Optimization exercise on an open flow, not production practice.
RTL: at most simulated, not proved equivalent.
Power: default activity.

### design.v
package wdd_pkg;
  localparam int ValueW           = 32;
  localparam int WindowKW         = 5;
  localparam int DefaultMaxWindow = 16;
  typedef struct packed {
    logic signed [ValueW-1:0] value;
    logic                     last_item;
  } wdd_in_t;
  typedef struct packed {
    logic match_now;
    logic found_so_far;
    logic array_done;
  } wdd_out_t;
endpackage
module wdd_cell (
  input  logic                              in_window_i,
  input  logic signed [wdd_pkg::ValueW-1:0] probe_i,
  input  logic signed [wdd_pkg::ValueW-1:0] value_i,
  output logic                              hit_o
);
  assign hit_o = in_window_i && (value_i == probe_i);
endmodule
module windowed_duplicate_detector
#(
  parameter int MAX_WINDOW = wdd_pkg::DefaultMaxWindow
) (
  input  logic                clk_i,
  input  logic                rst_ni,
  input  logic                in_valid_i,
  output logic                in_stall_o,
  input  wdd_pkg::wdd_in_t             in_data_i,
  output logic                out_valid_o,
  input  logic                out_stall_i,
  output wdd_pkg::wdd_out_t            out_data_o,
  input  logic                cfg_we_i,
  input  logic [wdd_pkg::WindowKW-1:0] cfg_wdata_i
);
  localparam int N     = MAX_WINDOW;
  localparam int PhW   = (N > 16) ? 5 : (N > 8) ? 4 : (N > 4) ? 3 : (N > 2) ? 2 : 1;
  localparam int CntW  = (N > 15) ? 5 : (N > 7) ? 4 : (N > 3) ? 3 : (N > 1) ? 2 : 1;
  localparam int NGrp  = (N % 2 == 0) ? N / 2 : N;
  localparam int GrpSz = N / NGrp;
  localparam int QD    = 3;
  logic [N-1:0][wdd_pkg::ValueW-1:0] ring_q;
  logic [CntW-1:0]              fill_q, fill_d;
  logic [PhW-1:0]               phase_q, phase_d;
  logic [wdd_pkg::WindowKW-1:0] window_k_q, window_k_d;
  logic                         stall_q, stall_d;
  logic                         in_xfer;
  logic [N-1:0]                 in_window;
  logic [CntW-1:0]              span_q, span_d;
  logic [N-1:0]                 hit_vec;
  logic [NGrp-1:0]              grp_hit;
  logic [NGrp-1:0]              hit_q;
  logic                         hlast_q;
  logic                         hvalid_q;
  logic                         seen_q;
  wdd_pkg::wdd_out_t            res;
  logic [QD-1:0][2:0]           q_data, q_data_d;
  logic [QD-1:0]                q_valid, q_valid_d;
  logic                         pop;
  assign in_stall_o = stall_q;
  assign in_xfer    = in_valid_i && !stall_q;
  always_ff @(posedge clk_i) begin
    ring_q[0] <= in_xfer ? in_data_i.value : ring_q[N-1];
    for (int j = 1; j < N; j++) begin
      ring_q[j] <= ring_q[j-1];
    end
  end
  always_comb begin
    span_d = span_q;
    if (cfg_we_i) begin
      span_d = (32'(fill_q) < 32'(window_k_d)) ? fill_q : CntW'(window_k_d);
    end else if (in_xfer) begin
      if (in_data_i.last_item) begin
        span_d = '0;
      end else if (32'(span_q) != 32'(window_k_q)) begin
        span_d = span_q + CntW'(1);
      end
    end
  end
  always_ff @(posedge clk_i or negedge rst_ni) begin
    if (!rst_ni) begin
      span_q <= '0;
    end else begin
      span_q <= span_d;
    end
  end
  for (genvar gi = 0; gi < N; gi++) begin : g_cell
    assign in_window[gi] = (CntW'(gi) < span_q);
    wdd_cell u_cell (
      .in_window_i(in_window[gi]),
      .probe_i    (in_data_i.value),
      .value_i    (ring_q[gi]),
      .hit_o      (hit_vec[gi])
    );
  end
  for (genvar gg = 0; gg < NGrp; gg++) begin : g_grp
    assign grp_hit[gg] = |hit_vec[gg*GrpSz +: GrpSz];
  end
  always_comb begin
    fill_d  = fill_q;
    phase_d = (phase_q == PhW'(N - 1)) ? '0 : phase_q + PhW'(1);
    if (in_xfer) begin
      phase_d = '0;
      if (in_data_i.last_item) begin
        fill_d = '0;
      end else if (fill_q != CntW'(N)) begin
        fill_d = fill_q + CntW'(1);
      end
    end
  end
  always_comb begin
    if (32'(cfg_wdata_i) > N) begin
      window_k_d = wdd_pkg::WindowKW'(N);
    end else begin
      window_k_d = cfg_wdata_i;
    end
  end
  always_ff @(posedge clk_i or negedge rst_ni) begin
    if (!rst_ni) begin
      window_k_q <= '0;
    end else if (cfg_we_i) begin
      window_k_q <= window_k_d;
    end
  end
  always_ff @(posedge clk_i or negedge rst_ni) begin
    if (!rst_ni) begin
      fill_q   <= '0;
      phase_q  <= '0;
      hvalid_q <= 1'b0;
    end else begin
      fill_q   <= fill_d;
      phase_q  <= phase_d;
      hvalid_q <= in_xfer;
    end
  end
  always_ff @(posedge clk_i) begin
    hit_q   <= grp_hit;
    hlast_q <= in_data_i.last_item;
  end
  always_comb begin
    res.match_now    = |hit_q;
    res.found_so_far = seen_q || res.match_now;
    res.array_done   = hlast_q;
  end
  always_ff @(posedge clk_i or negedge rst_ni) begin
    if (!rst_ni) begin
      seen_q <= 1'b0;
    end else if (hvalid_q) begin
      seen_q <= hlast_q ? 1'b0 : res.found_so_far;
    end
  end
  assign pop = q_valid[0] && !out_stall_i;
  always_comb begin
    logic [QD-1:0] v_after;
    logic          placed;
    v_after = pop ? (q_valid >> 1) : q_valid;
    placed  = 1'b0;
    q_valid_d = v_after;
    for (int e = 0; e < QD; e++) begin
      q_data_d[e] = (pop && e < QD - 1) ? q_data[(e < QD - 1) ? e + 1 : e] : q_data[e];
      if (hvalid_q && !placed && !v_after[e]) begin
        q_data_d[e]  = res;
        q_valid_d[e] = 1'b1;
        placed       = 1'b1;
      end
    end
  end
  always_ff @(posedge clk_i or negedge rst_ni) begin
    if (!rst_ni) begin
      q_valid <= '0;
    end else begin
      q_valid <= q_valid_d;
    end
  end
  always_ff @(posedge clk_i) begin
    for (int e = 0; e < QD; e++) begin
      q_data[e] <= q_data_d[e];
    end
  end
  assign stall_d = q_valid_d[QD-1] || (q_valid_d[QD-2] && in_xfer) ||
                   (!in_xfer && (fill_q != '0) && (phase_q != PhW'(N - 1)));
  always_ff @(posedge clk_i or negedge rst_ni) begin
    if (!rst_ni) begin
      stall_q <= 1'b0;
    end else begin
      stall_q <= stall_d;
    end
  end
  assign out_valid_o = q_valid[0];
  assign out_data_o  = q_data[0];
endmodule
module wdd_top (
  input  logic        clk_i,
  input  logic        rst_ni,
  input  logic        in_valid_i,
  output logic        in_stall_o,
  input  logic [31:0] in_value_i,
  input  logic        in_last_i,
  output logic        out_valid_o,
  input  logic        out_stall_i,
  output logic        out_match_now_o,
  output logic        out_found_so_far_o,
  output logic        out_array_done_o,
  input  logic        cfg_we_i,
  input  logic [4:0]  cfg_wdata_i
);
  wdd_pkg::wdd_in_t  in_data;
  wdd_pkg::wdd_out_t out_data;
  assign in_data.value     = in_value_i;
  assign in_data.last_item = in_last_i;
  windowed_duplicate_detector u_wdd (
    .clk_i(clk_i), .rst_ni(rst_ni),
    .in_valid_i(in_valid_i), .in_stall_o(in_stall_o), .in_data_i(in_data),
    .out_valid_o(out_valid_o), .out_stall_i(out_stall_i), .out_data_o(out_data),
    .cfg_we_i(cfg_we_i), .cfg_wdata_i(cfg_wdata_i)
  );
  assign out_match_now_o    = out_data.match_now;
  assign out_found_so_far_o = out_data.found_so_far;
  assign out_array_done_o   = out_data.array_done;
endmodule
### flow/run.sh
#!/bin/bash
# The standard layout (the standard.sh, unchanged synthesis, floorplan,
# power grid and tap cells), with two placement/repair settings changed:
#  - the port buffers are plain buf_4 cells instead of the delay-buffer cell
#    buffer_ports picks by default (every port still gets its own buffer);
#  - gate sizing may swap a cell for one with a different footprint.
# The full output of the run goes to standard.log in this folder.
set -o pipefail
bash standard.sh \
  BUFFER_PORTS_ARGS="-buffer_cell sky130_fd_sc_hd__buf_4" \
  MATCH_CELL_FOOTPRINT=0 \
  finish > standard.log 2>&1
### standard.sh
#!/bin/bash
# synth_recipe.tcl (not shown) runs the flow's synth.tcl, then flattens the netlist and writes it again
# the make line also repeats each setting of config.mk as NAME=value (left out here)
make -C /OpenROAD-flow-scripts/flow DESIGN_CONFIG=/design/flow/config.mk WORK_HOME=/design/flow/orfs CLKGATE_MAP_FILE= SYNTH_SCRIPT=/design/flow/synth_recipe.tcl "${@:-finish}"
### config.mk
export PLATFORM = sky130hd
export DESIGN_NAME = wdd_top
export DESIGN_NICKNAME = wdd_top
export VERILOG_FILES = /design/flow/design.v
export SDC_FILE = /design/flow/constraint.sdc
export NUM_CORES = 4
export LEC_CHECK = 0
export CAP_MARGIN = 20
export CORE_MARGIN = 2
export CORE_UTILIZATION = 40
export CTS_CLUSTER_DIAMETER = 80
export CTS_CLUSTER_SIZE = 25
export SETUP_SLACK_MARGIN = 2.1
export SLEW_MARGIN = 20
### constraint.sdc
create_clock -name core_clock -period 4.0 [get_ports {clk_i}]
set_input_delay 0.8000 -clock core_clock [delete_from_list [all_inputs] [get_ports {clk_i}]]
set_output_delay 0.8000 -clock core_clock [all_outputs]
set_load 0.01 [all_outputs]
==> results.yml, run 1 <==
status:
  status: "no timing/DRC/antenna violations"
pwr:
  peakVddDrop_mv: 0.422
  swShare_pct: 31.8
  pwr-share-clk_pct: 22.9
  switchingPower_mw: 4.63
  totalPowerFinal_mw: 14.5
  intPower_mw: 9.92
  pwr-share-seq_pct: 58.7
  powerDensity_nw_per_um2: 701
  p_leak_nw: 8.05
  combPwrFrac_pct: 18.4
sta:
  min_period_ns: 1.94
  hold_viol: 0
  grt_setup_unrepaired: "yes"
  fmax_mhz: 514
  tightest_slew_ns: 0.597
  clock_skew_ns: 0.0205
  finalSetupTns_ns: 0
  period_share_pct: 48.6
  max_slew_margin_pct: 60.1
  setup_viol: 0
  slew_viol_final: 0
worst_setup_path:
  critPathTopFamily: "flip-flops"
  crit_chain: "buf_6"
  max_stage_delay_ns: 0.43
  path_class: "reg2out"
  path_max_fanout: 2
  endpoint_kind: "output pin"
  cp_num_buf_inv: 1
  setup.worst_path.start_class: "register"
  worstPathRequired_ns: 3.20
  critical_path_cell_count: 1
  arrival_ns: 1.14
  rr_worst_depth: 6
  cpMaxStageDelayCell: "dfrtp_2"
clock_network:
  clk_path_buf_depth: 3
  cts_root_buf: "clkbuf_16"
  clk_pin_slew_ns: 0.10
  clk_latency_ns: 0.60
  htreeDepth: 1
  cts_hold_buf: 0
  cts_tree: "done"
  cts_made_buffers: 28
  cts_sinks: 555
routing:
  vias_per_cell: 4.94
  drtAntennaViolNets: 0
  drc: 0
  drtPass1Iterations: 5
  vias: 10900
  first_iter_violations: 768
  wl_microns: 53700
  wl_per_cell_microns: 24.3
final_layout:
  final_nets: 1641
  multiInputGateArea_sq_um: 7210
  regArea_sq_um: 11300
  stdcell_count: 2211
  post-route-cell-area_sq_um: 20700
  final_util_pct: 44.4
  layout-drive-gt1-share_pct: 9.86
  synthToLayoutAreaGrowth_pct: 9.15
  fillCellCount: 4326
yosys:
  ys_seq_elements: 555
  yosys_most_used_dff: "dfxtp_1"
  synth_area_leaders: "dfxtp_1, xnor2_1, xor2_1"
  syn-instance-count: 1578
  synth_cell_types: 50
  async_flop_share_pct: 4.50
  synth_area_per_cell_sq_um: 12.0
  seq_area_frac_synth_pct: 59.6
  yosys.area.top_type_share_pct: 54.9
  postSynthNetCount: 1629
  yosysTopAreaCell: "dfxtp_1"
  synth_enable_flop_cells: 9
  synth_warnings: 1
  syn-cell-area_sq_um: 19000
place:
  gp_congestion: 0.909
  numPlacedInstances: 2154
  portBuffers: 47
  dp_hpwl_microns: 39000
  place_area_sq_um: 19600
global_route:
  antenna_found_initial: 0
  grt_max_degree: 46
  grt_usage_pct: 21.6
  grt_pass1_wl_microns: 76900
  grt_use_met1_pct: 28.3
  overflow: 0
  top_usage_layer: "met2"
  grt_pass1_vias: 11200
  met3_usage_pct: 2.13
  use_met2_pct: 35.5
floorplan:
  fp.coreArea_sq_um: 46800
  rows: 79
  die_w_microns: 222
  die_h_microns: 222
  start_util_pct: 40.7
  io_pins: 48
  die-area_sq_um: 49300
job:
  drv_cap: 0
min_path:
  hp-class: "in2async"
[through the flow]
stage	hold slack (ns)	setup WS, ns
after floorplan	0.349	1.90
after global placement	0.352	1.33
after detailed placement	0.353	1.34
after CTS	0.0783	2.02
after global routing	0.0912	2.00
final	0.0934	2.06
[what timing repair did]
item / CTS / global route
endpoints found under the setup margin: 18 / 22
gates resized for setup: 14 / 30
hold endpoints to repair: 0 / 0
buffers inserted: 1 / 12
pin swaps: 0 / 2
[cell usage after synthesis, types with 12 or more instances]
master and n:
nand2_1 111, buf_2 21, nand4_1 77, buf_6 24
buf_4 24, xnor2_1 263, dfrtp_1 25, dfxtp_1 521
nor4_1 74, mux2i_1 12, nor3_1 13, xor2_1 254
nand3_1 18, nor2_1 17
[layer usage]
metal	share of wire, %	up-vias
li1	-	5203
met1	45	5371
met2	47	271
met3	3.6	75
met4	5.0	0
met5	0	-
[cell usage in the layout (no fill, tap or decap), drive strengths merged, types with 3 or more instances in the layout]
cell and instances:
mux2 11, xnor2 266, clkbuf 34, dfrtp 25
a21oi 11, dfxtp 521, mux2i 12, a41o 3
o21a 4, a22oi 4, inv 10, o21ai 7
a2111oi 3, nand4 77, nor2 17, nand2 111
buf 64, nor4 74, nor3 13, nor2b 8
nand3 18, ha 8, xor2 254, nand2b 8
edfxtp 9
[area by class of cell]
cell class                 count  area share (%)
clock buffer                  34            3.68
sequential                   555            54.7
timing repair buffer          64            2.48
tap                          607            3.66
multi-input combinational    934            34.7
clock inverter                 9           0.627
antenna                        1          0.0121
inverter                       7           0.139
[registers in the layout, indices dropped and copies added, names as in the netlist]
register and cells:
u_wdd.q_valid 3, u_wdd.hvalid_q 1, u_wdd.fill_q 5, u_wdd.stall_q 1, u_wdd.hlast_q 1, u_wdd.ring_q 512, u_wdd.span_q 5, u_wdd.seen_q 1
u_wdd.hit_q 8, u_wdd.q_data 9, u_wdd.window_k_q 5, u_wdd.phase_q 4
[worst paths after layout]
path	to	slack (ns)	startpoint
worst max-delay path	out_valid_o	2.06	u_wdd.q_valid[0]
worst min-delay path	u_wdd.stall_q	0.09	rst_ni
worst max register to register	u_wdd.span_q[2]	2.16	u_wdd.fill_q[4]
worst min register to register	u_wdd.ring_q[395]	0.35	u_wdd.ring_q[363]
max in group asynchronous	u_wdd.span_q[1]	3.60	rst_ni
min in group core_clock	u_wdd.ring_q[395]	0.35	u_wdd.ring_q[363]
[kinds of logic after synthesis]
| family | after synthesis | synth area share [%] |
|---|---|---|
| adder cells (fa/ha/maj) | 8 | 0.527 |
| buffers and inverters | 89 | 3.40 |
| AND/OR/NAND/NOR | 332 | 9.06 |
| XOR/XNOR | 520 | 24.1 |
| AO/OA/AOI/OAI | 51 | 2.08 |
| multiplexers | 23 | 1.28 |
| flip-flops | 555 | 59.6 |
[power by group through the flow]
stage          sequential, mW  combinational (mW)  clock, mW
2_1_floorplan            8.03                1.89          0
3_3_place_gp             8.63                2.53          0
3_5_place_dp             8.62                2.53          0
4_1_cts                  8.53                2.57       3.38
5_1_grt                  8.68                2.88       3.59
6_report                 8.55                2.67       3.33
Testbench counts, summed over its fixed seeds: cycles 16,795, items 16,384.
==> run 2: changes to the inputs <==
--- a/config.mk
+++ b/config.mk
@@ -10,5 +10,5 @@
 export CORE_UTILIZATION = 40
 export CTS_CLUSTER_DIAMETER = 80
 export CTS_CLUSTER_SIZE = 25
-export SETUP_SLACK_MARGIN = 2.1
+export SETUP_SLACK_MARGIN = 2.0
 export SLEW_MARGIN = 20
==> results.yml, run 2 <==
place:
  numPlacedInstances: 2154
  dp_hpwl_microns: 37000
  dp_slack_ns: 1.54
  gp_congestion: 0.865
  portBuffers: 47
  place_area_sq_um: 19600
worst_setup_path:
  worstPathRequired_ns: 4.53
  endpoint_kind: "register"
  crit_path_frequent_cell: "nor4_1"
  rr_worst_depth: 5
  path_max_fanout: 17
  cpMaxStageDelayCell: "nor4_1"
  setup.worst_path.start_class: "input port"
  max_stage_delay_ns: 0.51
  arrival_ns: 2.48
  path_class: "in2reg"
  crit_chain: "buf_4 > xor2_1 > nor4_1 > nand4_1 > nor4_1 > a41o_1"
sta:
  finalSetupTns_ns: 0
  tightest_slew_ns: 0.678
  period_share_pct: 48.6
  slew_viol_final: 0
  clock_skew_ns: 0.0400
  grt_setup_unrepaired: "no"
  setup_viol: 0
  hold_viol: 0
  fmax_mhz: 514
  finalWorstSetupSlack_ns: 2.06
  min_period_ns: 1.94
  max_slew_margin_pct: 54.7
routing:
  wl_microns: 52600
  wl_per_cell_microns: 24.0
  first_iter_violations: 868
  drc: 0
  drtAntennaViolNets: 0
  vias: 10900
  vias_per_cell: 4.98
  drtPass1Iterations: 5
final_layout:
  diodes: 0
  final_cell_mix: "dfxtp_1, xnor2_1, xor2_1"
  stdcell_count: 2191
  layout-drive-gt1-share_pct: 7.83
  regMostFlops: "u_wdd.ring_q"
  reg_top3: "u_wdd.ring_q x512, u_wdd.q_data x9, u_wdd.hit_q x8"
  layout_commonest_cell: "dfxtp_1"
  final_nets: 1628
  largest_register_ffs: 512
  synthToLayoutAreaGrowth_pct: 7.21
  post-route-cell-area_sq_um: 20400
clock_network:
  clk_pin_slew_ns: 0.10
  clk_latency_ns: 0.61
  htreeDepth: 1
  cts_root_buf: "clkbuf_16"
  cts_made_buffers: 27
  clk_path_buf_depth: 3
  cts_sinks: 555
  cts_hold_buf: 0
  cts_tree: "done"
yosys:
  syn-instance-count: 1578
  yosysTopAreaCell: "dfxtp_1"
  postSynthNetCount: 1629
  yosys.area.top_type_share_pct: 54.9
  synthTopCellsByCount: "dfxtp_1, xnor2_1, xor2_1"
  synth_cell_types: 50
  synth_warnings: 1
  synth_enable_flop_cells: 9
  seq_area_frac_synth_pct: 59.6
  synth_area_leaders: "dfxtp_1, xnor2_1, xor2_1"
  ys_seq_elements: 555
  async_flop_share_pct: 4.50
  yosysMostFrequentCell: "dfxtp_1"
  synth_area_per_cell_sq_um: 12.0
  yosys_most_used_dff: "dfxtp_1"
  syn-cell-area_sq_um: 19000
floorplan:
  fp.coreArea_sq_um: 46800
  start_util_pct: 40.7
  io_pins: 48
  die-area_sq_um: 49300
  die_h_microns: 222
  die_w_microns: 222
  rows: 79
pwr:
  pwr-share-seq_pct: 61.0
  combPwrFrac_pct: 16.9
  intPower_mw: 9.65
  switchingPower_mw: 4.44
  peakVddDrop_mv: 0.392
  p_leak_nw: 7.91
  swShare_pct: 31.5
  powerDensity_nw_per_um2: 691
  pwr-share-clk_pct: 22.0
min_path:
  hp-class: "in2async"
global_route:
  grt_pass1_wl_microns: 75600
  antenna_found_initial: 0
  overflow: 0
  grt_usage_pct: 21.1
  grt_pass1_vias: 11200
  grt_max_degree: 46
job:
  drv_cap: 0
status:
  status: "no timing/DRC/antenna violations"
run 2: changes by cell type in the layout (fill, tap and decap cells not counted), sizes merged:
cell | before | now
clkinv | 2 | 3
bufinv | 2 | 1
inv | 10 | 12
clkinvlp | 2 | 0
diode | 1 | 0
buf | 64 | 52
clkbuf | 34 | 27
run 2: cell families (layout without fill, tap and decap cells):
| family | after synthesis | in the layout | share of synthesized area, % |
|---|---|---|---|
| flip-flops | 555 | 555 | 59.6 |
| XOR/XNOR | 520 | 520 | 24.1 |
| AND/OR/NAND/NOR | 332 | 332 | 9.06 |
| buffers and inverters | 89 | 95 | 3.40 |
| AO/OA/AOI/OAI | 51 | 51 | 2.08 |
| multiplexers | 23 | 23 | 1.28 |
| adder cells (fa/ha/maj) | 8 | 8 | 0.527 |
run 2: final timing paths:
check	start	endpoint	slack, ns
worst min-delay path	rst_ni	u_wdd.phase_q[3]	0.10
min in group core_clock	u_wdd.ring_q[405]	u_wdd.ring_q[437]	0.35
max in group asynchronous	rst_ni	u_wdd.q_valid[0]	3.62
worst max register to register	u_wdd.span_q[2]	u_wdd.hit_q[1]	2.08
worst min register to register	u_wdd.ring_q[405]	u_wdd.ring_q[437]	0.35
worst max-delay path	in_value_i[30]	u_wdd.hit_q[6]	2.06
run 2: worst max-delay path: cells and delay by family:
family          cells  cell delay, ns
compound gates      1            0.13
xor+xnor            1            0.13
buf+inv             1            0.39
simple gates        3            1.00
run 2: layout make-up:
cell class              instances  area [sq um]
multi-input cells             934          7090
clock buffers                  27           676
fillers                      4313         26400
well taps                     607           759
inverters                       7          26.3
repair buffers                 52           390
clock inverters                 9           104
flip-flops and latches        555         11300
run 2: per-layer routing:
metal	wire length, microns	part of all wire (%)	vias up	global-route usage [%]
li1	-	-	5161	-
met1	23500	45	5298	28.3
met2	24100	46	355	34.8
met3	2960	5.6	97	3.05
met4	2020	3.8	0	7.39
met5	0	0	-	0
run 2: what timing repair did:
item,in CTS,in global routing
setup endpoints to repair,9,1
buffers inserted,1,0
resized for setup,7,3
run 2: power by group through the flow:
stage / Clock (mW) / Sequential (mW) / Combinational, mW
5_1_grt: 3.33 / 8.73 / 2.61
2_1_floorplan: 0 / 8.03 / 1.88
3_3_place_gp: 0 / 8.68 / 2.34
6_report: 3.10 / 8.60 / 2.38
3_5_place_dp: 0 / 8.67 / 2.36
4_1_cts: 3.15 / 8.58 / 2.39
run 2: per-stage QoR:
| stage | hold WS (ns) | power [mW] | utilization [%] |
|---|---|---|---|
| floorplan | 0.349 | 9.91 | - |
| global placement | 0.351 | 11.0 | 41.9 |
| detailed placement | 0.354 | 11.0 | 41.9 |
| CTS | 0.0879 | 14.1 | 43.6 |
| global route | 0.109 | 14.7 | 43.6 |
| finish | 0.103 | 14.1 | 43.6 |
==> run 3: changes to the inputs <==
--- a/config.mk
+++ b/config.mk
@@ -7,8 +7,9 @@
 export LEC_CHECK = 0
 export CAP_MARGIN = 20
 export CORE_MARGIN = 2
-export CORE_UTILIZATION = 40
+export CORE_UTILIZATION = 60
 export CTS_CLUSTER_DIAMETER = 80
 export CTS_CLUSTER_SIZE = 25
-export SETUP_SLACK_MARGIN = 2.0
+export PLACE_DENSITY = 0.75
+export SETUP_SLACK_MARGIN = 2.1
 export SLEW_MARGIN = 20
==> results.yml, run 3 <==
worst_setup_path:
  rr_worst_depth: 5
  path_max_fanout: 2
  rr_startpoint: "u_wdd.span_q[4]"
  rr_endpoint: "u_wdd.hit_q[2]"
  worstPathRequired_ns: 3.20
  cpMaxStageDelayCell: "dfrtp_2"
  r2r_setup_slack_ns: 2.11
  critPathTopFamily: "flip-flops"
  path_class: "reg2out"
  setup.worst_path.start_class: "register"
  endpoint_kind: "output pin"
  arrival_ns: 1.12
  max_stage_delay_ns: 0.42
  crit_chain: "buf_6"
  cp_num_buf_inv: 1
sta:
  hold_viol: 0
  grt_setup_unrepaired: "yes"
  slew_viol_final: 0
  setup_viol: 0
  fmax_mhz: 521
  tightest_slew_ns: 0.684
  finalSetupTns_ns: 0
  clock_skew_ns: 0.0201
  period_share_pct: 48.0
  finalWorstSetupSlack_ns: 2.08
  max_slew_margin_pct: 54.0
  min_period_ns: 1.92
routing:
  wl_per_cell_microns: 25.0
  drtPass1Iterations: 5
  first_iter_violations: 974
  drc: 0
  vias_per_cell: 5.64
  wl_microns: 49600
  vias: 11200
  drtAntennaViolNets: 0
clock_network:
  cts_hold_buf: 0
  clk_path_buf_depth: 3
  htreeDepth: 1
  clk_pin_slew_ns: 0.10
  clk_latency_ns: 0.59
  cts_sinks: 555
  cts_tree: "done"
  cts_root_buf: "clkbuf_16"
  cts_made_buffers: 26
final_layout:
  multiInputGateArea_sq_um: 7120
  final_nets: 1626
  layout_commonest_cell: "dfxtp_1"
  final_cell_mix: "dfxtp_1, xnor2_1, xor2_1"
  stdcell_count: 1983
  reg_top3: "u_wdd.ring_q x512, u_wdd.q_data x9, u_wdd.hit_q x8"
  layout-drive-gt1-share_pct: 7.65
  regMostFlops: "u_wdd.ring_q"
  synthToLayoutAreaGrowth_pct: 5.77
  largest_register_ffs: 512
  diodes: 0
  regArea_sq_um: 11300
  fillCellCount: 2460
global_route:
  overflow: 0
  grt_pass1_wl_microns: 72300
  antenna_found_initial: 0
  grt_usage_pct: 30.0
  grt_max_degree: 46
  grt_pass1_vias: 11300
place:
  dp_slack_ns: 1.38
  numPlacedInstances: 1947
  gp_congestion: 0.945
  portBuffers: 47
  dp_hpwl_microns: 35300
floorplan:
  start_util_pct: 60.6
  fp.coreArea_sq_um: 31400
  rows: 65
  die_w_microns: 182
  die_h_microns: 182
  io_pins: 48
  die-area_sq_um: 33100
yosys:
  ys_seq_elements: 555
  syn-instance-count: 1578
  synth_area_per_cell_sq_um: 12.0
  synthSimpleGateAreaFrac_pct: 9.06
  synth_warnings: 1
  synth_mux_area_share_pct: 1.28
  synth_top_family_by_area: "XOR/XNOR gates"
  postSynthNetCount: 1629
  yosys.area.top_type_share_pct: 54.9
  async_flop_share_pct: 4.50
  synthTopCellsByCount: "dfxtp_1, xnor2_1, xor2_1"
  synth_cell_types: 50
  synth_fa_ha_area_share_pct: 0.527
  synth_area_leaders: "dfxtp_1, xnor2_1, xor2_1"
  yosys_most_used_dff: "dfxtp_1"
  seq_area_frac_synth_pct: 59.6
  synth_enable_flop_cells: 9
  yosysTopAreaCell: "dfxtp_1"
  syn-cell-area_sq_um: 19000
  synth_compound_area_share_pct: 2.08
  synthXorXnorAreaFrac_pct: 24.1
  yosysMostFrequentCell: "dfxtp_1"
pwr:
  p_leak_nw: 7.88
  totalPowerFinal_mw: 13.9
  peakVddDrop_mv: 0.464
  powerDensity_nw_per_um2: 693
job:
  drv_cap: 0
min_path:
  hp-class: "in2async"
status:
  status: "no timing/DRC/antenna violations"
## run 3: cell types whose count changed in the layout (fill, tap and decap cells not counted), sizes merged
cell / change
bufinv: -1
buf: -1
clkbuf: +4
inv: -5
## run 3: report_power, final
part / switching (mW) / total, mW / internal (mW)
Clock: 1.70 / 2.90 / 1.20
Combinational: 1.28 / 2.48 / 1.20
Sequential: 1.42 / 8.56 / 7.14
## run 3: through the flow
stage | instance area, sq um | utilization [%] | hold WS (ns)
2_1_floorplan | 19100 | - | 0.349
3_3_place_gp | 19300 | 61.5 | 0.352
3_5_place_dp | 19300 | 61.5 | 0.354
4_1_cts | 20100 | 63.9 | 0.112
5_1_grt | 20100 | 64.0 | 0.121
6_report | 20100 | 64.0 | 0.106
## run 3: final cells by class
type                       instances  share of cell area (%)
clock inverter                     3                   0.205
tap                              402                    2.50
sequential                       555                    56.4
multi-input combinational        934                    35.4
clock buffer                      31                    3.33
inverter                           7                   0.137
timing repair buffer              51                    2.05
## run 3: routing by layer
layer | GRT usage (%) | vias up | part of all wire (%)
met1 | 40.6 | 5429 | 43
met4 | 15.0 | 0 | 5.9
met3 | 4.17 | 131 | 7.0
li1 | - | 5153 | -
met5 | 0 | - | 0
met2 | 47.4 | 466 | 44
## run 3: cells by family after synthesis
kind of cell | after synthesis
buffers and inverters | 89
and+or+nand+nor | 332
DFF | 555
xor gates and xnor gates | 520
AOI/OAI and AO/OA | 51
adders and majority gates | 8
muxes | 23
## run 3: timing repair
action,4_1_cts,5_1_grt
gates resized for setup,13,10
setup buffers,1,1
hold endpoints to repair,0,0
endpoints found under the setup margin,14,14
gates cloned,0,0
pin swaps,1,3
## run 3: how the worst max path moves through the flow
stage / start / endpoint / slack [ns] / cells past startpoint
detailed placement: in_value_i[13] / u_wdd.hit_q[6] / 1.38 / 6
global placement: in_value_i[13] / u_wdd.hit_q[6] / 1.49 / 6
floorplan: cfg_wdata_i[2] / u_wdd.span_q[4] / 1.90 / 9
global route: u_wdd.q_valid[0] / out_valid_o / 2.03 / 1
CTS: u_wdd.span_q[4] / u_wdd.hit_q[2] / 2.03 / 5
finish: u_wdd.q_valid[0] / out_valid_o / 2.08 / 1
==> run 4: changes to the inputs <==
--- a/config.mk
+++ b/config.mk
@@ -10,6 +10,7 @@
 export CORE_UTILIZATION = 60
 export CTS_CLUSTER_DIAMETER = 80
 export CTS_CLUSTER_SIZE = 25
+export GPL_TIMING_DRIVEN = 0
 export PLACE_DENSITY = 0.75
 export SETUP_SLACK_MARGIN = 2.1
 export SLEW_MARGIN = 20
==> results.yml, run 4 <==
place:
  dp_hpwl_microns: 42500
  portBuffers: 15
  place_area_sq_um: 19800
  gp_congestion: 0.954
clock_network:
  clk_pin_slew_ns: 0.10
  cts_tree: "done"
  cts_hold_buf: 0
  cts_made_buffers: 26
  htreeDepth: 1
  clk_latency_ns: 0.58
  cts_root_buf: "clkbuf_16"
  clk_path_buf_depth: 3
  cts_sinks: 555
routing:
  drtAntennaViolNets: 0
  vias_per_cell: 5.59
  vias: 11400
  drc: 0
  drtPass1Iterations: 5
  wl_per_cell_microns: 25.9
  first_iter_violations: 1082
  wl_microns: 52700
sta:
  hold_viol: 0
  clock_skew_ns: 0.0242
  tightest_slew_ns: 0.705
  grt_setup_unrepaired: "yes"
  max_slew_margin_pct: 52.5
  setup_viol: 0
  min_period_ns: 1.97
  finalSetupTns_ns: 0
  fmax_mhz: 507
  period_share_pct: 49.3
  whs_ns: 0.109
  slew_viol_final: 0
final_layout:
  final_util_pct: 66.0
  regMostFlops: "u_wdd.ring_q"
  layout_commonest_cell: "dfxtp_1"
  largest_register_ffs: 512
  layout-drive-gt1-share_pct: 10.8
  post-route-cell-area_sq_um: 20700
  final_cell_mix: "dfxtp_1, xnor2_1, xor2_1"
  final_nets: 1678
  reg_top3: "u_wdd.ring_q x512, u_wdd.q_data x9, u_wdd.hit_q x8"
  diodes: 0
  synthToLayoutAreaGrowth_pct: 8.95
  fillCellCount: 2455
pwr:
  combPwrFrac_pct: 20.7
  p_leak_nw: 8.21
  switchingPower_mw: 4.53
  peakVddDrop_mv: 0.525
  powerDensity_nw_per_um2: 685
  swShare_pct: 31.9
  pwr-share-seq_pct: 58.6
  intPower_mw: 9.66
  pwr-share-clk_pct: 20.7
yosys:
  synth_area_leaders: "dfxtp_1, xnor2_1, xor2_1"
  synthTopCellsByCount: "dfxtp_1, xnor2_1, xor2_1"
  synth_area_per_cell_sq_um: 12.0
  syn-instance-count: 1578
  synth_enable_flop_cells: 9
  yosys_most_used_dff: "dfxtp_1"
  yosys.area.top_type_share_pct: 54.9
  synth_cell_types: 50
  synth_warnings: 1
  syn-cell-area_sq_um: 19000
  postSynthNetCount: 1629
  yosysMostFrequentCell: "dfxtp_1"
  yosysTopAreaCell: "dfxtp_1"
  seq_area_frac_synth_pct: 59.6
  async_flop_share_pct: 4.50
  ys_seq_elements: 555
floorplan:
  rows: 65
  fp.coreArea_sq_um: 31400
  die_h_microns: 182
  io_pins: 48
  die-area_sq_um: 33100
  die_w_microns: 182
  start_util_pct: 60.6
worst_setup_path:
  path_class: "in2reg"
  endpoint_kind: "register"
  setup.worst_path.start_class: "input port"
  crit_chain: "buf_6 > buf_2 > xnor2_1 > nand4_1 > nor4_4 > nand4_1 > o41ai_2"
  arrival_ns: 2.46
  crit_path_frequent_cell: "nand4_1"
  cpMaxStageDelayCell: "buf_2"
  worstPathRequired_ns: 4.49
  path_max_fanout: 10
  max_stage_delay_ns: 0.40
global_route:
  grt_usage_pct: 32.1
  grt_max_degree: 27
  antenna_found_initial: 0
  grt_pass1_vias: 11300
  overflow: 0
  grt_pass1_wl_microns: 74800
status:
  status: "no timing/DRC/antenna violations"
job:
  drv_cap: 0
min_path:
  hp-class: "in2async"
run 4: cell count changes in the layout (fill, tap and decap cells not counted), sizes merged:
cell	before	now
clkinv	3	0
clkinvlp	0	1
clkbuf	31	51
buf	51	84
inv	7	8
run 4: cells by family (layout without fill, tap and decap cells):
kind of cell,after synthesis,in the layout,share of synthesized area (%)
AO/OA/AOI/OAI,51,51,2.08
buffers and inverters,89,144,3.40
AND/OR/NAND/NOR,332,332,9.06
multiplexers,23,23,1.28
XOR/XNOR,520,520,24.1
flip-flops,555,555,59.6
adder cells (fa/ha/maj),8,8,0.527
run 4: repair_timing:
action | in CTS | in global routing
cloned | 0 | 0
setup endpoints to repair | 43 | 47
buffers inserted | 1 | 5
pin swaps | 3 | 1
gates resized for setup | 24 | 20
run 4: per-layer routing:
layer | part of all wire (%) | global-route usage, %
met3 | 6.0 | 3.29
met1 | 43 | 44.0
met4 | 6.2 | 17.6
met2 | 44 | 50.4
met5 | 0 | 0
run 4: worst max-delay path: cells and delay by family:
family	cells	cell delay, ns
compound gates	1	0.12
simple gates	3	0.79
buf+inv	2	0.55
xor+xnor	1	0.18
run 4: area by class of cell:
type	count	area (sq um)	area share [%]
Timing Repair Buffer	21	176	0.852
Tap cell	402	503	2.43
Sequential cell	555	11300	54.7
Clock inverter	2	23.8	0.115
Buffer	82	734	3.55
Clock buffer	32	694	3.35
Multi-Input combinational cell	934	7220	34.9
Inverter	7	26.3	0.127
run 4: final timing paths:
check                                  startpoint           endpoint  slack, ns  cells past startpoint
worst min-delay path                       rst_ni      u_wdd.stall_q       0.11                      1
worst min register to register  u_wdd.ring_q[125]  u_wdd.ring_q[157]       0.35                      0
max in group asynchronous                  rst_ni    u_wdd.fill_q[2]       3.62                      1
worst max register to register    u_wdd.span_q[4]     u_wdd.hit_q[1]       2.17                      5
min in group core_clock         u_wdd.ring_q[125]  u_wdd.ring_q[157]       0.35                      0
worst max-delay path               in_value_i[28]     u_wdd.hit_q[7]       2.03                      7
run 4: per-stage QoR:
step                      power, mW  worst slack (ns)  std cells
after global routing           14.7              2.03       2035
after global placement         11.1              1.06       1995
after CTS                      14.1              2.01       2030
final                          14.2              2.03       2035
after floorplan                9.92              1.90       1578
after detailed placement       11.2              1.08       1995
run 4: power groups by stage:
stage | registers [mW] | logic (mW) | clock network, mW
final | 8.31 | 2.94 | 2.94
after global routing | 8.47 | 3.09 | 3.15
after CTS | 8.27 | 2.90 | 2.93
after detailed placement | 8.38 | 2.83 | 0
after global placement | 8.33 | 2.80 | 0
after floorplan | 8.03 | 1.89 | 0
==> run 5: changes to the inputs <==
==> config.mk (replaced) <==
export PLATFORM = sky130hd
export DESIGN_NAME = wdd_top
export DESIGN_NICKNAME = wdd_top
export VERILOG_FILES = /design/flow/design.v
export SDC_FILE = /design/flow/constraint.sdc
export NUM_CORES = 4
export LEC_CHECK = 0
export CAP_MARGIN = 10
export CORE_MARGIN = 2
export CORE_UTILIZATION = 55
export CTS_CLUSTER_DIAMETER = 80
export CTS_CLUSTER_SIZE = 25
export PLACE_DENSITY = 0.7
export SETUP_SLACK_MARGIN = 2.1
export SLEW_MARGIN = 10
==> results.yml, run 5 <==
pwr:
  p_leak_nw: 7.91
  totalPowerFinal_mw: 14.0
  powerDensity_nw_per_um2: 691
  peakVddDrop_mv: 0.464
yosys:
  synth_compound_area_share_pct: 2.08
  yosysMostFrequentCell: "dfxtp_1"
  yosysTopAreaCell: "dfxtp_1"
  async_flop_share_pct: 4.50
  synthTopCellsByCount: "dfxtp_1, xnor2_1, xor2_1"
  synth_area_per_cell_sq_um: 12.0
  yosys.area.top_type_share_pct: 54.9
  ys_seq_elements: 555
  postSynthNetCount: 1629
  synth_fa_ha_area_share_pct: 0.527
  synth_top_family_by_area: "XOR/XNOR gates"
  synthXorXnorAreaFrac_pct: 24.1
  synth_enable_flop_cells: 9
  yosys_most_used_dff: "dfxtp_1"
  synth_cell_types: 50
  syn-instance-count: 1578
  synth_mux_area_share_pct: 1.28
  synthSimpleGateAreaFrac_pct: 9.06
  syn-cell-area_sq_um: 19000
  seq_area_frac_synth_pct: 59.6
  synth_warnings: 1
  synth_area_leaders: "dfxtp_1, xnor2_1, xor2_1"
final_layout:
  largest_register_ffs: 512
  multiInputGateArea_sq_um: 7140
  regMostFlops: "u_wdd.ring_q"
  final_util_pct: 59.1
  final_cell_mix: "dfxtp_1, xnor2_1, xor2_1"
  regArea_sq_um: 11300
  final_nets: 1629
  layout-drive-gt1-share_pct: 8.21
  synthToLayoutAreaGrowth_pct: 6.54
  layout_commonest_cell: "dfxtp_1"
  fillCellCount: 2797
  reg_top3: "u_wdd.ring_q x512, u_wdd.q_data x9, u_wdd.hit_q x8"
routing:
  wl_per_cell_microns: 24.8
  wl_microns: 50600
  vias_per_cell: 5.50
  vias: 11200
  drtPass1Iterations: 5
  drc: 0
  drtAntennaViolNets: 0
  first_iter_violations: 935
sta:
  max_slew_margin_pct: 47.5
  grt_setup_unrepaired: "yes"
  fmax_mhz: 525
  tightest_slew_ns: 0.781
  finalWorstSetupSlack_ns: 2.10
  period_share_pct: 47.6
  clock_skew_ns: 0.0225
  hold_viol: 0
  finalSetupTns_ns: 0
  setup_viol: 0
  min_period_ns: 1.90
  slew_viol_final: 0
clock_network:
  cts_made_buffers: 26
  cts_tree: "done"
  htreeDepth: 1
  clk_pin_slew_ns: 0.10
  clk_path_buf_depth: 3
  cts_sinks: 555
  clk_latency_ns: 0.57
  cts_root_buf: "clkbuf_16"
worst_setup_path:
  setup.worst_path.start_class: "register"
  path_max_fanout: 2
  arrival_ns: 1.10
  worstPathRequired_ns: 3.20
  cp_num_buf_inv: 1
  max_stage_delay_ns: 0.42
  path_class: "reg2out"
  crit_chain: "buf_6"
  endpoint_kind: "output pin"
  critPathTopFamily: "flip-flops"
  cpMaxStageDelayCell: "dfrtp_2"
place:
  gp_congestion: 0.954
  portBuffers: 47
  dp_slack_ns: 1.48
  dp_hpwl_microns: 36600
floorplan:
  die_h_microns: 190
  start_util_pct: 55.4
  die_w_microns: 190
  fp.coreArea_sq_um: 34300
  rows: 68
  io_pins: 48
  die-area_sq_um: 36100
global_route:
  grt_pass1_wl_microns: 73800
  grt_usage_pct: 28.3
  grt_pass1_vias: 11200
  antenna_found_initial: 1
  grt_max_degree: 46
  overflow: 0
job:
  drv_cap: 0
status:
  status: "no timing/DRC/antenna violations"
min_path:
  hp-class: "in2async"
==> run 5: cell types whose count changed in the layout (fill, tap and decap cells not counted), moves of 3 or more <==
cell	delta
buf_2	-5
buf_4	+9
buf_6	-31
clkbuf_1	-4
clkbuf_2	-8
clkbuf_4	-7
dfrtp_1	-4
dfrtp_2	+3
nor4_1	+4
xnor2_1	+5
xnor2_2	-3
==> run 5: logic make-up after synthesis <==
logic type                 after synthesis
DFF                                    555
xor gates and xnor gates               520
and+or+nand+nor                        332
buffers and inverters                   89
AOI/OAI and AO/OA                       51
muxes                                   23
adders and majority gates                8
==> run 5: timing repair <==
action                                  in CTS  in global routing
endpoints found under the hold margin        0                  0
hold buffers                                 0                  0
endpoints found under the setup margin      17                 15
resized for setup                           14                 18
pin swaps                                    1                  3
gates cloned                                 0                  0
buffers inserted                             3                  2
==> run 5: through the flow <==
step                      hold slack [ns]  area [sq um]  cells
after floorplan                     0.349         19100   1578
after CTS                           0.114         20200   2037
final                               0.117         20300   2040
after global routing                0.124         20300   2039
after global placement              0.352         19400   2000
after detailed placement            0.353         19400   2000
==> run 5: layer usage <==
layer	global-route usage [%]	wire (microns)
met1	38.0	21900
met2	45.2	22800
met3	3.50	3080
met4	14.6	2910
met5	0	0
==> run 5: layout make-up <==
class	count	area share [%]
inverter	7	0.136
multi-input combinational	934	35.3
sequential	555	56.0
clock inverter	1	0.0988
tap	455	2.81
antenna	1	0.0124
timing repair buffer	54	2.21
clock buffer	33	3.50
==> run 5: final timing paths <==
check                      slack (ns)           endpoint  cells past startpoint         startpoint
max                              2.10        out_valid_o                      1   u_wdd.q_valid[0]
min                              0.12   u_wdd.q_valid[0]                      1             rst_ni
max in group asynchronous        3.60    u_wdd.span_q[2]                      1             rst_ni
min reg2reg                      0.35  u_wdd.ring_q[218]                      0  u_wdd.ring_q[186]
min in group core_clock          0.35  u_wdd.ring_q[218]                      0  u_wdd.ring_q[186]
max reg2reg                      2.11    u_wdd.span_q[0]                      7    u_wdd.fill_q[4]
==> run 5: power by group <==
| group | leakage (nW) | internal, mW | switching (mW) |
|---|---|---|---|
| logic | 2.90 | 1.21 | 1.29 |
| registers | 4.65 | 7.14 | 1.44 |
| clock network | 0.356 | 1.26 | 1.66 |
==> run 6: changes to the inputs <==
--- a/config.mk
+++ b/config.mk
@@ -5,11 +5,11 @@
 export SDC_FILE = /design/flow/constraint.sdc
 export NUM_CORES = 4
 export LEC_CHECK = 0
-export CAP_MARGIN = 10
+export CAP_MARGIN = 5
 export CORE_MARGIN = 2
 export CORE_UTILIZATION = 55
 export CTS_CLUSTER_DIAMETER = 80
 export CTS_CLUSTER_SIZE = 25
 export PLACE_DENSITY = 0.7
 export SETUP_SLACK_MARGIN = 2.1
-export SLEW_MARGIN = 10
+export SLEW_MARGIN = 5
==> results.yml, run 6 <==
sta:
  finalWorstSetupSlack_ns: 2.10
  setup_viol: 0
  whs_ns: 0.117
  period_share_pct: 47.6
  hold_viol: 0
  min_period_ns: 1.90
  finalSetupTns_ns: 0
  slew_viol_final: 0
  tightest_slew_ns: 0.781
  max_slew_margin_pct: 47.5
  clock_skew_ns: 0.0225
  grt_setup_unrepaired: "yes"
  fmax_mhz: 525
worst_setup_path:
  crit_chain: "buf_6"
  cp_num_buf_inv: 1
  worstPathRequired_ns: 3.20
  startpoint: "u_wdd.q_valid[0]"
  r2r_setup_slack_ns: 2.11
  max_stage_delay_ns: 0.42
  rr_endpoint: "u_wdd.span_q[0]"
  crit_end: "out_valid_o"
  cpMaxStageDelayCell: "dfrtp_2"
  critical_path_cell_count: 1
  rr_worst_depth: 7
  path_class: "reg2out"
  endpoint_kind: "output pin"
  setup.worst_path.start_class: "register"
  arrival_ns: 1.10
  path_max_fanout: 2
  rr_startpoint: "u_wdd.fill_q[4]"
  critPathTopFamily: "flip-flops"
min_path:
  hp-class: "in2async"
final_layout:
  synthToLayoutAreaGrowth_pct: 6.54
  final_nets: 1629
  layout-drive-gt1-share_pct: 8.21
  layout_commonest_cell: "dfxtp_1"
  final_cell_mix: "dfxtp_1, xnor2_1, xor2_1"
  final_util_pct: 59.1
  regMostFlops: "u_wdd.ring_q"
  largest_register_ffs: 512
  reg_top3: "u_wdd.ring_q x512, u_wdd.q_data x9, u_wdd.hit_q x8"
yosys:
  synth_area_leaders: "dfxtp_1, xnor2_1, xor2_1"
  synth_enable_flop_cells: 9
  yosysMostFrequentCell: "dfxtp_1"
  synth_warnings: 1
  synth_area_per_cell_sq_um: 12.0
  syn-instance-count: 1578
  postSynthNetCount: 1629
  yosys.area.top_type_share_pct: 54.9
  yosys_most_used_dff: "dfxtp_1"
  synth_cell_types: 50
  yosysTopAreaCell: "dfxtp_1"
  synthTopCellsByCount: "dfxtp_1, xnor2_1, xor2_1"
  seq_area_frac_synth_pct: 59.6
  ys_seq_elements: 555
  async_flop_share_pct: 4.50
  syn-cell-area_sq_um: 19000
pwr:
  p_leak_nw: 7.91
  powerDensity_nw_per_um2: 691
  pwr-share-clk_pct: 20.8
  combPwrFrac_pct: 17.9
  peakVddDrop_mv: 0.464
  totalPowerFinal_mw: 14.0
  swShare_pct: 31.4
  pwr-share-seq_pct: 61.3
  switchingPower_mw: 4.39
  intPower_mw: 9.61
clock_network:
  cts_made_buffers: 26
  htreeDepth: 1
  cts_sinks: 555
  clk_latency_ns: 0.57
  clk_path_buf_depth: 3
  clk_pin_slew_ns: 0.10
  cts_root_buf: "clkbuf_16"
  cts_tree: "done"
floorplan:
  die-area_sq_um: 36100
  die_h_microns: 190
  io_pins: 48
  fp.coreArea_sq_um: 34300
  start_util_pct: 55.4
  die_w_microns: 190
  rows: 68
routing:
  drc: 0
  wl_microns: 50600
  drtPass1Iterations: 5
  wl_per_cell_microns: 24.8
  first_iter_violations: 935
  vias_per_cell: 5.50
  vias: 11200
  drtAntennaViolNets: 0
status:
  status: "no timing/DRC/antenna violations"
global_route:
  grt_usage_pct: 28.3
  grt_pass1_vias: 11200
  grt_pass1_wl_microns: 73800
  grt_max_degree: 46
  use_met2_pct: 45.2
  met3_usage_pct: 3.50
  grt_use_met1_pct: 38.0
  top_usage_layer: "met2"
  overflow: 0
  antenna_found_initial: 1
place:
  portBuffers: 47
  dp_slack_ns: 1.48
  gp_congestion: 0.954
  dp_hpwl_microns: 36600
job:
  drv_cap: 0
[run 6: cells by family (layout without fill, tap and decap cells)]
group	Yosys count	after routing	share of synthesized area, %
buffers and inverters	89	95	3.40
DFF	555	555	59.6
muxes	23	23	1.28
other	0	1	0
xor gates and xnor gates	520	520	24.1
AOI/OAI and AO/OA	51	51	2.08
and+or+nand+nor	332	332	9.06
adders and majority gates	8	8	0.527
[run 6: power by group through the flow]
stage	registers [mW]	logic, mW	clock network (mW)
6_report	8.58	2.50	2.92
5_1_grt	8.71	2.70	3.15
4_1_cts	8.53	2.49	2.95
3_5_place_dp	8.62	2.44	0
3_3_place_gp	8.61	2.41	0
2_1_floorplan	8.03	1.89	0
[run 6: final cells by class]
| class | instances | area [sq um] |
|---|---|---|
| Inverter | 7 | 27.5 |
| Timing Repair Buffer | 54 | 447 |
| Multi-Input combinational cell | 934 | 7140 |
| Tap cell | 455 | 569 |
| Clock inverter | 1 | 20.0 |
| Sequential cell | 555 | 11300 |
| Antenna cell | 1 | 2.50 |
| Clock buffer | 33 | 708 |
| Fill cell | 2797 | 14000 |
[run 6: what timing repair did]
action                                  4_1_cts  5_1_grt
buffers inserted                              3        2
gates resized for setup                      14       18
pin swaps                                     1        3
hold buffers                                  0        0
endpoints found under the setup margin       17       15
[run 6: layer usage]
metal  vias up  wire, microns
li1       5174              -
met1      5488          21900
met2       440          22800
met3       115           3080
met4         0           2910
met5         -              0
[run 6: per-stage QoR]
| stage | instance area (sq um) | instances |
|---|---|---|
| 2_1_floorplan | 19100 | 1578 |
| 3_3_place_gp | 19400 | 2000 |
| 3_5_place_dp | 19400 | 2000 |
| 4_1_cts | 20200 | 2037 |
| 5_1_grt | 20300 | 2039 |
| 6_report | 20300 | 2040 |
[run 6: worst min path at each step]
stage	to	slack, ns	start	depth (start not counted)
after floorplan	u_wdd.ring_q[103]	0.35	u_wdd.ring_q[71]	0
after global placement	u_wdd.ring_q[92]	0.35	u_wdd.ring_q[60]	0
after detailed placement	u_wdd.ring_q[92]	0.35	u_wdd.ring_q[60]	0
after CTS	u_wdd.q_valid[0]	0.11	rst_ni	1
after global routing	u_wdd.q_valid[0]	0.12	rst_ni	1
final	u_wdd.q_valid[0]	0.12	rst_ni	1
==> run 7: changes to the inputs <==
--- a/config.mk
+++ b/config.mk
@@ -5,11 +5,11 @@
 export SDC_FILE = /design/flow/constraint.sdc
 export NUM_CORES = 4
 export LEC_CHECK = 0
-export CAP_MARGIN = 5
+export CAP_MARGIN = 20
 export CORE_MARGIN = 2
 export CORE_UTILIZATION = 55
 export CTS_CLUSTER_DIAMETER = 80
 export CTS_CLUSTER_SIZE = 25
 export PLACE_DENSITY = 0.7
 export SETUP_SLACK_MARGIN = 2.1
-export SLEW_MARGIN = 5
+export SLEW_MARGIN = 20
==> results.yml, run 7 <==
clock_network:
  cts_sinks: 555
  clk_pin_slew_ns: 0.10
  cts_hold_buf: 0
  cts_made_buffers: 26
  cts_tree: "done"
  htreeDepth: 1
  cts_root_buf: "clkbuf_16"
  clk_latency_ns: 0.57
  clk_path_buf_depth: 3
yosys:
  seq_area_frac_synth_pct: 59.6
  synth_warnings: 1
  ys_seq_elements: 555
  synth_cell_types: 50
  postSynthNetCount: 1629
  yosys.area.top_type_share_pct: 54.9
  yosysTopAreaCell: "dfxtp_1"
  synth_area_leaders: "dfxtp_1, xnor2_1, xor2_1"
  synth_enable_flop_cells: 9
  syn-cell-area_sq_um: 19000
  yosys_most_used_dff: "dfxtp_1"
  synth_area_per_cell_sq_um: 12.0
  async_flop_share_pct: 4.50
  syn-instance-count: 1578
  synthTopCellsByCount: "dfxtp_1, xnor2_1, xor2_1"
  yosysMostFrequentCell: "dfxtp_1"
worst_setup_path:
  endpoint_kind: "output pin"
  r2r_setup_slack_ns: 2.11
  path_class: "reg2out"
  max_stage_delay_ns: 0.42
  path_max_fanout: 2
  crit_end: "out_valid_o"
  startpoint: "u_wdd.q_valid[0]"
  critPathTopFamily: "flip-flops"
  worstPathRequired_ns: 3.20
  rr_endpoint: "u_wdd.span_q[0]"
  arrival_ns: 1.10
  rr_worst_depth: 7
  crit_chain: "buf_6"
  cpMaxStageDelayCell: "dfrtp_2"
  rr_startpoint: "u_wdd.fill_q[4]"
  setup.worst_path.start_class: "register"
  cp_num_buf_inv: 1
  critical_path_cell_count: 1
pwr:
  peakVddDrop_mv: 0.464
  pwr-share-seq_pct: 61.3
  swShare_pct: 31.4
  powerDensity_nw_per_um2: 691
  totalPowerFinal_mw: 14.0
  intPower_mw: 9.61
  pwr-share-clk_pct: 20.8
  combPwrFrac_pct: 17.9
  switchingPower_mw: 4.39
  p_leak_nw: 7.91
place:
  place_area_sq_um: 19400
  dp_hpwl_microns: 36600
  gp_congestion: 0.954
  dp_slack_ns: 1.48
  portBuffers: 47
sta:
  tightest_slew_ns: 0.781
  slew_viol_final: 0
  min_period_ns: 1.90
  hold_viol: 0
  setup_viol: 0
  clock_skew_ns: 0.0225
  period_share_pct: 47.6
  max_slew_margin_pct: 47.5
  fmax_mhz: 525
  whs_ns: 0.117
  finalWorstSetupSlack_ns: 2.10
  grt_setup_unrepaired: "yes"
  finalSetupTns_ns: 0
floorplan:
  die_h_microns: 190
  io_pins: 48
  rows: 68
  fp.coreArea_sq_um: 34300
  die-area_sq_um: 36100
  die_w_microns: 190
  start_util_pct: 55.4
final_layout:
  synthToLayoutAreaGrowth_pct: 6.54
  largest_register_ffs: 512
  regMostFlops: "u_wdd.ring_q"
  layout-drive-gt1-share_pct: 8.21
  final_nets: 1629
  post-route-cell-area_sq_um: 20300
  layout_commonest_cell: "dfxtp_1"
  reg_top3: "u_wdd.ring_q x512, u_wdd.q_data x9, u_wdd.hit_q x8"
  final_cell_mix: "dfxtp_1, xnor2_1, xor2_1"
global_route:
  grt_max_degree: 46
  overflow: 0
  grt_usage_pct: 28.3
  grt_pass1_vias: 11200
  antenna_found_initial: 1
  grt_pass1_wl_microns: 73800
routing:
  vias_per_cell: 5.50
  wl_microns: 50600
  vias: 11200
  first_iter_violations: 935
  drtAntennaViolNets: 0
  drc: 0
  wl_per_cell_microns: 24.8
  drtPass1Iterations: 5
status:
  status: "no timing/DRC/antenna violations"
min_path:
  hp-class: "in2async"
job:
  drv_cap: 0
[run 7: cell counts in the layout (fill, tap and decap cells not counted)]
No cell type changed its count.
[run 7: cell families after synthesis]
kind of cell	Yosys count	share of synthesized area, %
buffers and inverters	89	3.40
and+or+nand+nor	332	9.06
AOI/OAI and AO/OA	51	2.08
muxes	23	1.28
DFF	555	59.6
xor gates and xnor gates	520	24.1
adders and majority gates	8	0.527
[run 7: worst min path at each step]
stage,endpoint,slack (ns),cells past startpoint
final,u_wdd.q_valid[0],0.12,1
after global routing,u_wdd.q_valid[0],0.12,1
after CTS,u_wdd.q_valid[0],0.11,1
after detailed placement,u_wdd.ring_q[92],0.35,0
after global placement,u_wdd.ring_q[92],0.35,0
after floorplan,u_wdd.ring_q[103],0.35,0
[run 7: power by group through the flow]
stage | combinational (mW) | clock (mW) | sequential (mW)
2_1_floorplan | 1.89 | 0 | 8.03
3_3_place_gp | 2.41 | 0 | 8.61
3_5_place_dp | 2.44 | 0 | 8.62
4_1_cts | 2.49 | 2.95 | 8.53
5_1_grt | 2.70 | 3.15 | 8.71
6_report | 2.50 | 2.92 | 8.58
[run 7: routing by layer]
layer | vias to the layer above | global-route usage [%] | wire length, microns
met5 | - | 0 | 0
met4 | 0 | 14.6 | 2910
met3 | 115 | 3.50 | 3080
met2 | 440 | 45.2 | 22800
met1 | 5488 | 38.0 | 21900
li1 | 5174 | - | -
[run 7: final cells by class]
class | instances | area, sq um
Sequential cell | 555 | 11300
Fill cell | 2797 | 14000
Multi-Input combinational cell | 934 | 7140
Tap cell | 455 | 569
Inverter | 7 | 27.5
Clock inverter | 1 | 20.0
Antenna cell | 1 | 2.50
Timing Repair Buffer | 54 | 447
Clock buffer | 33 | 708
[run 7: stage by stage]
step / instances / utilization [%]
floorplan: 1578 / -
global placement: 2000 / 56.5
detailed placement: 2000 / 56.5
CTS: 2037 / 58.8
global route: 2039 / 59.1
finish: 2040 / 59.1
[run 7: timing repair]
action | CTS | global route
buffers inserted | 3 | 2
pin swaps | 1 | 3
gates resized for setup | 14 | 18
setup endpoints to repair | 17 | 15
==> run 8: changes to the inputs <==
--- a/config.mk
+++ b/config.mk
@@ -11,5 +11,5 @@
 export CTS_CLUSTER_DIAMETER = 80
 export CTS_CLUSTER_SIZE = 25
 export PLACE_DENSITY = 0.7
-export SETUP_SLACK_MARGIN = 2.1
+export SETUP_SLACK_MARGIN = 2.2
 export SLEW_MARGIN = 20
==> results.yml, run 8 <==
pwr:
  switchingPower_mw: 4.46
  totalPowerFinal_mw: 14.2
  powerDensity_nw_per_um2: 689
  combPwrFrac_pct: 18.0
  pwr-share-seq_pct: 60.7
  peakVddDrop_mv: 0.472
  pwr-share-clk_pct: 21.3
  intPower_mw: 9.76
  swShare_pct: 31.3
  p_leak_nw: 8.13
yosys:
  yosys_most_used_dff: "dfxtp_1"
  synth_area_per_cell_sq_um: 12.0
  synth_area_leaders: "dfxtp_1, xnor2_1, xor2_1"
  syn-instance-count: 1578
  yosys.area.top_type_share_pct: 54.9
  synthTopCellsByCount: "dfxtp_1, xnor2_1, xor2_1"
  yosysMostFrequentCell: "dfxtp_1"
  synth_warnings: 1
  synth_cell_types: 50
  seq_area_frac_synth_pct: 59.6
  postSynthNetCount: 1629
  async_flop_share_pct: 4.50
  yosysTopAreaCell: "dfxtp_1"
  ys_seq_elements: 555
  syn-cell-area_sq_um: 19000
  synth_enable_flop_cells: 9
final_layout:
  regMostFlops: "u_wdd.ring_q"
  final_util_pct: 60.2
  layout-drive-gt1-share_pct: 10.8
  final_nets: 1644
  synthToLayoutAreaGrowth_pct: 8.59
  reg_top3: "u_wdd.ring_q x512, u_wdd.q_data x9, u_wdd.hit_q x8"
  final_cell_mix: "dfxtp_1, xor2_1, xnor2_1"
  diodes: 0
  largest_register_ffs: 512
  layout_commonest_cell: "dfxtp_1"
clock_network:
  cts_hold_buf: 0
  cts_root_buf: "clkbuf_16"
  cts_made_buffers: 26
  cts_tree: "done"
  clk_path_buf_depth: 3
  clk_pin_slew_ns: 0.10
  cts_sinks: 555
  htreeDepth: 1
  clk_latency_ns: 0.57
place:
  portBuffers: 47
  gp_congestion: 0.855
  dp_slack_ns: 1.49
  dp_hpwl_microns: 35400
routing:
  vias: 11200
  dr_wl_met2_microns: 23400
  top_layer: "met4"
  wl_per_cell_microns: 25.2
  wl_microns: 51800
  first_iter_violations: 925
  drtAntennaViolNets: 0
  vias_per_cell: 5.46
  wl_met1_microns: 22800
  drc: 0
  drtPass1Iterations: 5
  dr_wl_met3_microns: 3430
worst_setup_path:
  arrival_ns: 1.12
  crit_chain: "buf_6"
  rr_worst_depth: 5
  critical_path_cell_count: 1
  max_stage_delay_ns: 0.43
  worstPathRequired_ns: 3.20
  path_max_fanout: 2
  setup.worst_path.start_class: "register"
  cpMaxStageDelayCell: "dfrtp_2"
  r2r_setup_slack_ns: 2.22
  cp_num_buf_inv: 1
  endpoint_kind: "output pin"
  path_class: "reg2out"
  critPathTopFamily: "flip-flops"
global_route:
  grt_pass1_vias: 11500
  grt_pass1_wl_microns: 75100
  antenna_found_initial: 1
  grt_max_degree: 46
  grt_usage_pct: 28.8
  overflow: 0
floorplan:
  die_w_microns: 190
  start_util_pct: 55.4
  die_h_microns: 190
  rows: 68
  die-area_sq_um: 36100
  io_pins: 48
  fp.coreArea_sq_um: 34300
sta:
  max_slew_margin_pct: 67.2
  clock_skew_ns: 0.0190
  grt_setup_unrepaired: "yes"
  fmax_mhz: 522
  slew_viol_final: 0
  finalSetupTns_ns: 0
  hold_viol: 0
  finalWorstSetupSlack_ns: 2.08
  tightest_slew_ns: 0.493
  setup_viol: 0
  period_share_pct: 47.9
  min_period_ns: 1.92
job:
  drv_cap: 0
min_path:
  hp-class: "in2async"
status:
  status: "no timing/DRC/antenna violations"
run 8: cell types whose count changed in the layout (fill, tap and decap cells not counted), moves of 2 or more:
cell     delta
buf_6      +13
dfrtp_4     +2
xnor2_2    +20
xnor2_1    -20
run 8: cells by family (layout without fill, tap and decap cells):
family	count (synthesis)	in the layout	synth area share [%]
fa+ha+maj	8	8	0.527
compound gates	51	51	2.08
mux	23	23	1.28
flops	555	555	59.6
buf+inv	89	111	3.40
xor+xnor	520	520	24.1
simple gates	332	332	9.06
run 8: final timing paths:
path,from,end
setup / recovery,u_wdd.q_valid[0],out_valid_o
hold / removal,rst_ni,u_wdd.fill_q[3]
setup reg to reg,u_wdd.hit_q[2],u_wdd.q_data[2]
hold reg to reg,u_wdd.ring_q[284],u_wdd.ring_q[316]
max in group asynchronous,rst_ni,u_wdd.span_q[1]
min in group core_clock,u_wdd.ring_q[284],u_wdd.ring_q[316]
run 8: what timing repair did:
action	in CTS	in global routing
setup endpoints to repair	21	21
cloned	0	0
gates resized for setup	22	37
setup buffers	5	15
pin swaps	2	8
run 8: power groups by stage:
| stage | registers (mW) | logic, mW | clock network, mW |
|---|---|---|---|
| final | 8.63 | 2.56 | 3.02 |
| after global routing | 8.74 | 2.80 | 3.22 |
| after CTS | 8.59 | 2.44 | 3.02 |
| after detailed placement | 8.68 | 2.36 | 0 |
| after global placement | 8.68 | 2.35 | 0 |
| after floorplan | 8.05 | 1.97 | 0 |
run 8: through the flow:
| stage | instances | cell area (sq um) | hold WS (ns) |
|---|---|---|---|
| 6_report | 2055 | 20600 | 0.120 |
| 2_1_floorplan | 1578 | 19600 | 0.349 |
| 5_1_grt | 2055 | 20600 | 0.131 |
| 3_3_place_gp | 2000 | 19500 | 0.350 |
| 3_5_place_dp | 2000 | 19500 | 0.354 |
| 4_1_cts | 2040 | 20400 | 0.116 |
run 8: routing by layer:
layer | track usage (%) | vias to the layer above
li1 | - | 5202
met1 | 40.1 | 5462
met2 | 46.3 | 444
met3 | 3.67 | 106
met4 | 10.2 | 0
met5 | 0 | -
run 8: layout make-up:
| cell class | count | area, sq um |
|---|---|---|
| Tap cell | 455 | 569 |
| Fill cell | 2813 | 13600 |
| Timing Repair Buffer | 69 | 628 |
| Clock buffer | 32 | 694 |
| Inverter | 7 | 28.8 |
| Clock inverter | 3 | 50.0 |
| Sequential cell | 555 | 11300 |
| Multi-Input combinational cell | 934 | 7330 |
==> run 9: changes to the inputs <==
--- a/config.mk
+++ b/config.mk
@@ -11,5 +11,5 @@
 export CTS_CLUSTER_DIAMETER = 80
 export CTS_CLUSTER_SIZE = 25
 export PLACE_DENSITY = 0.7
-export SETUP_SLACK_MARGIN = 2.2
+export SETUP_SLACK_MARGIN = 2.15
 export SLEW_MARGIN = 20
==> results.yml, run 9 <==
worst_setup_path:
  setup.worst_path.start_class: "register"
  startpoint: "u_wdd.stall_q"
  cp_num_buf_inv: 1
  critPathTopFamily: "flip-flops"
  arrival_ns: 1.10
  critical_path_cell_count: 1
  rr_worst_depth: 4
  rr_startpoint: "u_wdd.hit_q[5]"
  endpoint_kind: "output pin"
  worstPathRequired_ns: 3.20
  crit_end: "in_stall_o"
  crit_chain: "buf_6"
  r2r_setup_slack_ns: 2.16
  path_class: "reg2out"
  max_stage_delay_ns: 0.41
  rr_endpoint: "u_wdd.q_data[4]"
  cpMaxStageDelayCell: "dfrtp_1"
  path_max_fanout: 2
yosys:
  syn-cell-area_sq_um: 19000
  synth_warnings: 1
  seq_area_frac_synth_pct: 59.6
  synth_area_leaders: "dfxtp_1, xnor2_1, xor2_1"
  yosys.area.top_type_share_pct: 54.9
  postSynthNetCount: 1629
  yosys_most_used_dff: "dfxtp_1"
  async_flop_share_pct: 4.50
  ys_seq_elements: 555
  yosysTopAreaCell: "dfxtp_1"
  synth_area_per_cell_sq_um: 12.0
  synthTopCellsByCount: "dfxtp_1, xnor2_1, xor2_1"
  syn-instance-count: 1578
  synth_cell_types: 50
  yosysMostFrequentCell: "dfxtp_1"
  synth_enable_flop_cells: 9
global_route:
  grt_use_met1_pct: 38.2
  grt_max_degree: 46
  use_met2_pct: 44.8
  met3_usage_pct: 5.87
  antenna_found_initial: 1
  top_usage_layer: "met2"
  grt_pass1_vias: 11300
  grt_pass1_wl_microns: 73900
  overflow: 0
  grt_usage_pct: 28.4
pwr:
  peakVddDrop_mv: 0.426
  p_leak_nw: 7.99
  powerDensity_nw_per_um2: 686
place:
  portBuffers: 47
  gp_congestion: 0.894
  dp_slack_ns: 1.52
  place_area_sq_um: 19500
  dp_hpwl_microns: 35100
final_layout:
  final_cell_mix: "dfxtp_1, xor2_1, xnor2_1"
  reg_top3: "u_wdd.ring_q x512, u_wdd.q_data x9, u_wdd.hit_q x8"
  synthToLayoutAreaGrowth_pct: 7.22
  final_nets: 1633
  diodes: 0
  regMostFlops: "u_wdd.ring_q"
  layout_commonest_cell: "dfxtp_1"
  post-route-cell-area_sq_um: 20400
  layout-drive-gt1-share_pct: 8.95
  largest_register_ffs: 512
floorplan:
  die_w_microns: 190
  rows: 68
  fp.coreArea_sq_um: 34300
  die_h_microns: 190
  start_util_pct: 55.4
  die-area_sq_um: 36100
  io_pins: 48
routing:
  vias: 11100
  drc: 0
  first_iter_violations: 873
  drtAntennaViolNets: 0
  wl_microns: 50900
  vias_per_cell: 5.43
  drtPass1Iterations: 5
  wl_per_cell_microns: 24.9
sta:
  finalWorstSetupSlack_ns: 2.10
  setup_viol: 0
  whs_ns: 0.126
  clock_skew_ns: 0.0218
  tightest_slew_ns: 0.519
  hold_viol: 0
  period_share_pct: 47.5
  grt_setup_unrepaired: "yes"
  min_period_ns: 1.90
  max_slew_margin_pct: 65.1
  finalSetupTns_ns: 0
  slew_viol_final: 0
  fmax_mhz: 527
clock_network:
  cts_sinks: 555
  clk_latency_ns: 0.57
  cts_hold_buf: 0
  cts_tree: "done"
  cts_made_buffers: 26
  clk_path_buf_depth: 3
  cts_root_buf: "clkbuf_16"
  htreeDepth: 1
  clk_pin_slew_ns: 0.09
job:
  drv_cap: 0
min_path:
  hp-class: "in2async"
status:
  status: "no timing/DRC/antenna violations"
[run 9: worst min path at each step]
stage	to	slack, ns	cells after the start
finish	u_wdd.q_valid[0]	0.13	1
global route	u_wdd.q_valid[2]	0.13	1
CTS	u_wdd.span_q[4]	0.12	1
detailed placement	u_wdd.ring_q[440]	0.35	0
global placement	u_wdd.ring_q[204]	0.35	0
floorplan	u_wdd.ring_q[103]	0.35	0
[run 9: cell type report]
type	instances	area [sq um]
fill	2771	13900
tap	455	569
clock inverter	1	20.0
timing repair buffer	58	507
multi-input combinational	934	7230
sequential	555	11300
clock buffer	31	691
inverter	7	27.5
[run 9: where the power goes]
group / total [mW] / internal (mW) / leakage, nW / switching (mW)
Clock: 2.91 / 1.23 / 0.347 / 1.67
Sequential: 8.62 / 7.14 / 4.65 / 1.47
Combinational: 2.45 / 1.25 / 3.00 / 1.20
Total: 14.0 / 9.63 / 7.99 / 4.35
[run 9: cell families (layout without fill, tap and decap cells)]
kind of cell / Yosys count / after routing / share of synthesized area, %
AOI/OAI and AO/OA: 51 / 51 / 2.08
and+or+nand+nor: 332 / 332 / 9.06
muxes: 23 / 23 / 1.28
DFF: 555 / 555 / 59.6
xor gates and xnor gates: 520 / 520 / 24.1
adders and majority gates: 8 / 8 / 0.527
buffers and inverters: 89 / 97 / 3.40
[run 9: layer usage]
metal | up-vias | part of all wire [%]
li1 | 5195 | -
met1 | 5393 | 44
met2 | 386 | 45
met3 | 115 | 6.8
met4 | 0 | 4.4
met5 | - | 0
[run 9: through the flow]
stage                     total power, mW  instances  utilization, %
after floorplan                      9.98       1578               -
after global placement               11.0       2000            56.7
after detailed placement             11.0       2000            56.7
after CTS                            13.9       2033            59.0
after global routing                 14.5       2041            59.4
final                                14.0       2041            59.4
[run 9: repair_timing]
action	CTS	global route
gates resized for setup	15	26
setup endpoints to repair	20	16
buffers inserted	1	8
pin swaps	0	4
hold endpoints to repair	0	0
